What follows belongs to an exercise in optimizing a design on an open flow for small area, a short achievable clock period and few clock cycles per item; a production flow would make more cautious choices.
The RTL was checked by simulation tests, not by an equivalence proof against the original design.
No activity file was given, so power comes from the tool's default toggle rates.

### flow/design.v
`timescale 1ns / 1ps
package isqf_pkg;
  localparam int unsigned RADICAND_W  = 31;
  localparam int unsigned INT_ROOT_W  = 16;
  localparam int unsigned SCALED_W    = 33;
  localparam int unsigned INT_RAD_W   = 2 * INT_ROOT_W;
  localparam int unsigned SCALE_MAX_W = 34;
  localparam int unsigned SPLIT_W     = 17;
  localparam int unsigned PROD_W      = RADICAND_W + SPLIT_W;
  function automatic logic [63:0] pow10(input integer e);
    logic [63:0] r;
    integer      i;
    r = 64'd1;
    for (i = 0; i < e; i = i + 1) begin
      r = r * 64'd10;
    end
    pow10 = r;
  endfunction
endpackage
`timescale 1ns / 1ps
import isqf_pkg::*;
module integer_square_root_with_fraction #(
  parameter int unsigned FRAC_DIGITS = 5
) (
  input  logic                              clk_i,
  input  logic                              rst_ni,
  input  logic                              in_valid_i,
  output logic                              in_ready_o,
  input  logic [isqf_pkg::RADICAND_W-1:0]   in_radicand_i,
  output logic                              out_valid_o,
  input  logic                              out_ready_i,
  output logic [isqf_pkg::INT_ROOT_W-1:0]   out_int_root_o,
  output logic [isqf_pkg::SCALED_W-1:0]     out_scaled_root_o
);
  function automatic logic [63:0] pow10_f(input integer e);
    logic [63:0] r;
    integer      i;
    r = 64'd1;
    for (i = 0; i < e; i = i + 1) begin
      r = r * 64'd10;
    end
    pow10_f = r;
  endfunction
  localparam logic [SCALE_MAX_W-1:0] SCALE    = SCALE_MAX_W'(pow10_f(2 * FRAC_DIGITS));
  localparam int unsigned            SCALE_W  = $clog2(SCALE + 1);
  localparam int unsigned            RW       = RADICAND_W + SCALE_W;
  localparam int unsigned            QW       = (RW + 1) / 2;
  localparam int unsigned            NST      = QW + 2;
  localparam logic [SPLIT_W-1:0]     SCALE_LO = SCALE[SPLIT_W-1:0];
  localparam logic [SPLIT_W-1:0]     SCALE_HI = SPLIT_W'(SCALE >> SPLIT_W);
  logic [NST-1:0] v_q;
  logic [NST-1:0] en;
  logic [RADICAND_W-1:0]       n0_q, n1_q;
  logic [PROD_W-1:0]           plo_q, phi_q;
  logic [PROD_W+SPLIT_W-1:0]   sum_w;
  logic [2*QW-1:0]             rad1_d, rad1_q;
  logic [2*QW-1:0]       rad_q   [QW];
  logic [QW+1:0]         rem_q   [QW];
  logic [QW-1:0]         root_q  [QW];
  logic [INT_RAD_W-1:0]  irad_q  [QW];
  logic [INT_ROOT_W+1:0] irem_q  [QW];
  logic [INT_ROOT_W-1:0] iroot_q [QW];
  assign en[NST-1] = ~v_q[NST-1] | out_ready_i;
  for (genvar k = 0; k < NST - 1; k++) begin : g_en
    assign en[k] = ~v_q[k] | en[k+1];
  end
  assign in_ready_o = en[0];
  always_ff @(posedge clk_i or negedge rst_ni) begin
    if (!rst_ni) begin
      v_q <= '0;
    end else begin
      if (en[0]) v_q[0] <= in_valid_i;
      for (int unsigned k = 1; k < NST; k++) begin
        if (en[k]) v_q[k] <= v_q[k-1];
      end
    end
  end
  always_ff @(posedge clk_i) begin
    if (en[0]) begin
      n0_q  <= in_radicand_i;
      plo_q <= PROD_W'(in_radicand_i) * PROD_W'(SCALE_LO);
      phi_q <= PROD_W'(in_radicand_i) * PROD_W'(SCALE_HI);
    end
  end
  assign sum_w = (PROD_W + SPLIT_W)'(plo_q) + {phi_q, {SPLIT_W{1'b0}}};
  always_comb begin
    rad1_d         = '0;
    rad1_d[RW-1:0] = sum_w[RW-1:0];
  end
  always_ff @(posedge clk_i) begin
    if (en[1]) begin
      n1_q   <= n0_q;
      rad1_q <= rad1_d;
    end
  end
  for (genvar j = 0; j < QW; j++) begin : g_root
    logic [2*QW-1:0]       rad_in, rad_d;
    logic [QW+1:0]         rem_in, rem_d, cand, trial;
    logic [QW-1:0]         root_in, root_d;
    logic [INT_RAD_W-1:0]  irad_in, irad_d;
    logic [INT_ROOT_W+1:0] irem_in, irem_d;
    logic [INT_ROOT_W-1:0] iroot_in, iroot_d;
    logic                  ge;
    if (j == 0) begin : g_first
      assign rad_in   = rad1_q;
      assign rem_in   = '0;
      assign root_in  = '0;
      assign irad_in  = INT_RAD_W'(n1_q);
      assign irem_in  = '0;
      assign iroot_in = '0;
    end else begin : g_next
      assign rad_in   = rad_q[j-1];
      assign rem_in   = rem_q[j-1];
      assign root_in  = root_q[j-1];
      assign irad_in  = irad_q[j-1];
      assign irem_in  = irem_q[j-1];
      assign iroot_in = iroot_q[j-1];
    end
    assign cand   = {rem_in[QW-1:0], rad_in[2*QW-1 -: 2]};
    assign trial  = {root_in, 2'b01};
    assign ge     = (cand >= trial);
    assign rem_d  = ge ? (cand - trial) : cand;
    assign root_d = {root_in[QW-2:0], ge};
    assign rad_d  = rad_in << 2;
    if (j < INT_ROOT_W) begin : g_int
      logic [INT_ROOT_W+1:0] icand, itrial;
      logic                  ige;
      assign icand   = {irem_in[INT_ROOT_W-1:0], irad_in[INT_RAD_W-1 -: 2]};
      assign itrial  = {iroot_in, 2'b01};
      assign ige     = (icand >= itrial);
      assign irem_d  = ige ? (icand - itrial) : icand;
      assign iroot_d = {iroot_in[INT_ROOT_W-2:0], ige};
      assign irad_d  = irad_in << 2;
    end else begin : g_hold
      assign irem_d  = irem_in;
      assign iroot_d = iroot_in;
      assign irad_d  = irad_in;
    end
    always_ff @(posedge clk_i) begin
      if (en[j+2]) begin
        rad_q[j]   <= rad_d;
        rem_q[j]   <= rem_d;
        root_q[j]  <= root_d;
        irad_q[j]  <= irad_d;
        irem_q[j]  <= irem_d;
        iroot_q[j] <= iroot_d;
      end
    end
  end
  assign out_valid_o    = v_q[NST-1];
  assign out_int_root_o = iroot_q[QW-1];
  always_comb begin
    out_scaled_root_o         = '0;
    out_scaled_root_o[QW-1:0] = root_q[QW-1];
  end
endmodule
### flow/run.sh
#!/bin/bash
# synth_recipe.tcl (not shown) runs the flow's synth.tcl, then flattens the netlist and writes it again
# the make line also repeats each setting of config.mk as NAME=value (left out here)
make -C /OpenROAD-flow-scripts/flow DESIGN_CONFIG=/design/flow/config.mk WORK_HOME=/design/flow/orfs CLKGATE_MAP_FILE= SYNTH_SCRIPT=/design/flow/synth_recipe.tcl finish
### flow/config.mk
export PLATFORM = sky130hd
export DESIGN_NAME = integer_square_root_with_fraction
export DESIGN_NICKNAME = integer_square_root_with_fraction
export VERILOG_FILES = /design/flow/design.v
export SDC_FILE = /design/flow/constraint.sdc
export NUM_CORES = 4
export LEC_CHECK = 0
export CAP_MARGIN = 20
export CORE_MARGIN = 2
export CORE_UTILIZATION = 40
export SLEW_MARGIN = 20
### flow/constraint.sdc
create_clock -name core_clock -period 8.0 [get_ports {clk_i}]
set_input_delay 1.6000 -clock core_clock [delete_from_list [all_inputs] [get_ports {clk_i}]]
set_output_delay 1.6000 -clock core_clock [all_outputs]
set_load 0.01 [all_outputs]
==> results.toml <==
[grt]
grt_pass1_wl_um = 485400
antenna_found_initial = 5
globalRouteOverflowTotal = 0
grt_pass1_vias = 93020
gr-usage-all-layers = 0.1425
grt_max_degree = 120

[detailed_routing]
route.detailed.drc = 0
vias_per_cell = 4.976
wirelength_um = 299100
drtIter0Drc = 4999
vias = 92980
ant_nets = 0
wire_per_inst_um = 16.01
firstDrtPassIters = 5

[place]
dpl-instance-area_mm2 = 0.1713
io_buffer_count = 85
placed_cells = 18020
hpwl_um = 221900
gp_congestion = 0.8521

[setup_path]
crit_path_end_kind = "register"
cp.arrival_ns = 7.52
worstSetupPathType = "in2reg"
worst_ep_required_time_ns = 8.66
crit_path_start_kind = "primary input"
worstPathMaxFanout = 4

[synth]
synth-edff-count = 3331
netlist.area_leader.share = 0.6133
avgSynthCellArea_um2 = 13.00
synth_cells = 12550
synth.most_common_cell = "edfxtp_1"
yosys_warnings = 7
synthTopCellsByArea = "edfxtp_1, ha_1, inv_1, xnor2_1, xor2_1"
synth_seq_cells = 3366
synth_cell_types = 98
synth.largest_area_cell = "edfxtp_1"
netlist_area_mm2 = 0.1631
synth-async-reset-ratio = 0.01040
seq_area_frac_synth = 0.6187
synthFlopType = "edfxtp_1"
synthTopCellsByCount = "edfxtp_1, inv_1, ha_1, nor2_1, nand2_1"

[die]
num_rows = 234
dieArea_mm2 = 0.4129
fp.dieH_um = 642.5
initial_core_util = 0.4016
ios = 86
core_mm2 = 0.4061
die_w_um = 642.5

[clocking]
h-tree-depth = 5
cts_buffers = 364
clkLatencyLatePin_ns = 0.95
ctsHoldBuffers = 0
clk_path_buf_depth = 4
post_cts_buffers = 0
ctsResizeCount = 0
clkTransAtPathRegs_ns = 0.06
cts.sinks = 3366
cts-root-buf = "clkbuf_16"
cts_tree = "done"

[finish]
drive_gt1_frac = 0.06820
multi_input_area_mm2 = 0.05706
final_cell_area_mm2 = 0.1833
num-nets-final = 14240
syn2layout_area_growth_pct = 12.37
fin_cells = 18690
regArea_mm2 = 0.1009
fillers = 36400

[power_and_ir_drop]
power.density_mw_per_mm2 = 347.1
peakVddDrop_uv = 198.6
p_leak_uw = 0.07474

[sta]
relSlewSlack = 0.2891
tightest_slew_ns = 1.064
fin_worst_skew_ns = 0.05676
fin_crit_sh = 0.8573
setup_violations = 0
fmax_mhz = 145.8
hold_viol_final = 0
slew_viol_final = 0
rsz0062_at_grt = "no"
period_needed_ns = 6.858

[outcome]
status = "timing/DRC/antenna clean"

[hold_path]
hold_path_class = "reg2reg"

[flow_run]
cap_violations = 0
## worst paths after layout
path                       depth (start not counted)  slack [ns]                              to                               start
setup / recovery                                  20        1.14             phi_q[45]$_DFFE_PP_                    in_radicand_i[9]
hold / removal                                     0        0.38         rad_q[10][41]$_DFFE_PP_              rad_q[9][39]$_DFFE_PP_
setup reg to reg                                  12        2.83  g_root[32].rem_in[9]$_DFFE_PP_  g_root[31].rem_in[0]$_SDFFCE_PP0P_
hold reg to reg                                    0        0.38         rad_q[10][41]$_DFFE_PP_              rad_q[9][39]$_DFFE_PP_
max in group asynchronous                          2        6.68             v_q[34]$_DFFE_PN0P_                              rst_ni
min in group asynchronous                          2        0.76              v_q[2]$_DFFE_PN0P_                              rst_ni
## power breakdown
group          internal [uW]  leakage, uW  switching [uW]  total [uW]
Combinational           7500       0.0359            9350       16900
Sequential             27000       0.0331            3210       30200
Clock                   9600      0.00577            6920       16500
## critical path, stage by stage
cell,delay (ns)
clkdlybuf4s50_1,0.62
ha_1,0.29
ha_1,0.28
inv_1,0.05
fa_1,0.52
inv_1,0.05
fa_1,0.51
fa_1,0.52
fa_1,0.49
ha_1,0.36
a2111oi_0,0.39
a21oi_1,0.16
a21o_1,0.20
a21o_1,0.19
nand2_1,0.08
nand2_1,0.10
a221o_1,0.44
a2111oi_0,0.40
nor3_1,0.12
xor2_1,0.15
## per-stage QoR
step | power (uW) | hold WS, ns | setup slack, ns | util | setup TNS (ns)
global placement | 47300 | 0.4004 | 0.1739 | 0.4219 | 0
detailed placement | 47540 | 0.4045 | 0.1655 | 0.4219 | 0
CTS | 64430 | 0.3751 | 1.130 | 0.4512 | 0
finish | 63620 | 0.3845 | 1.142 | 0.4513 | 0
floorplan | 42440 | 0.4003 | -1.894 | - | -889.17
global route | 67750 | 0.3880 | 0.8568 | 0.4513 | 0
## sequential cells by signal (all words and copies together) (netlist names), 35 cells and up
register,cells
g_root.irem_in,217
g_root.iroot_in,120
g_root.rad_in,52
g_root.rem_in,996
g_root.root_in,528
irad_q,239
iroot_q,288
phi_q,48
plo_q,35
rad_q,713
v_q,35
## per-layer routing
layer	track usage	wire length, um
met1	0.1766	129800
met2	0.2578	150700
met3	0.01944	9950
met4	0.04136	8587
met5	0	0
## kinds of logic after synthesis
family | Yosys count | share of synthesized area
DFF | 3366 | 0.6187
and+or+nand+nor | 2975 | 0.09030
AOI/OAI and AO/OA | 2383 | 0.09076
buffers and inverters | 1436 | 0.03332
adders and majority gates | 1244 | 0.1040
xor gates and xnor gates | 1044 | 0.05607
muxes | 101 | 0.006889
other | 1 | 0.00002299
## final cells by class
class / instances / area share
Sequential cell: 3366 / 0.5506
Multi-Input combinational cell: 7749 / 0.3114
Clock buffer: 441 / 0.05161
Tap cell: 5428 / 0.03706
Inverter: 1274 / 0.02625
Clock inverter: 221 / 0.01333
Timing Repair Buffer: 205 / 0.009777
Antenna cell: 3 / 0.00004096
## cells in the final DEF (no fill, tap or decap), types with 189 or more instances in the layout
cell type,instances
nand2_1,712
inv_1,1257
ha_1,1059
nor3_1,307
edfxtp_1,3331
nor2_1,739
clkbuf_16,364
a21oi_1,706
a21o_1,272
o21a_1,189
xnor2_1,527
xor2_1,517
o21ai_0,622
Testbench counts, summed over its fixed seeds: cycles 8,280, items 8,000.

what the ideal ports hide:
No port has a modelled driver above. Below, the same layout with a new extraction and two added sets of constraints.
Step 1 sets driving cells, clkbuf_16 on the clock port and buf_2 on the other inputs (assumed; they add their load-dependent delay and slew).
Step 2 times the ports against the registers' clock, not the clock port: input delays grow and output delays shrink by t, the midpoint of the rising clock arrivals with the driver on.
a / b / c = ideal / step 1 / step 2; a / b = the first two.
t, ns: 1.031
slack for setup (ns): 1.142 / 1.222 / 0.195
worst data-port slew with drivers (ns): 0.05
After both steps setup and hold are still met in this run. For this run, drivers alone change the setup slack by +0.080 ns; drivers and shift together by -0.947 ns.
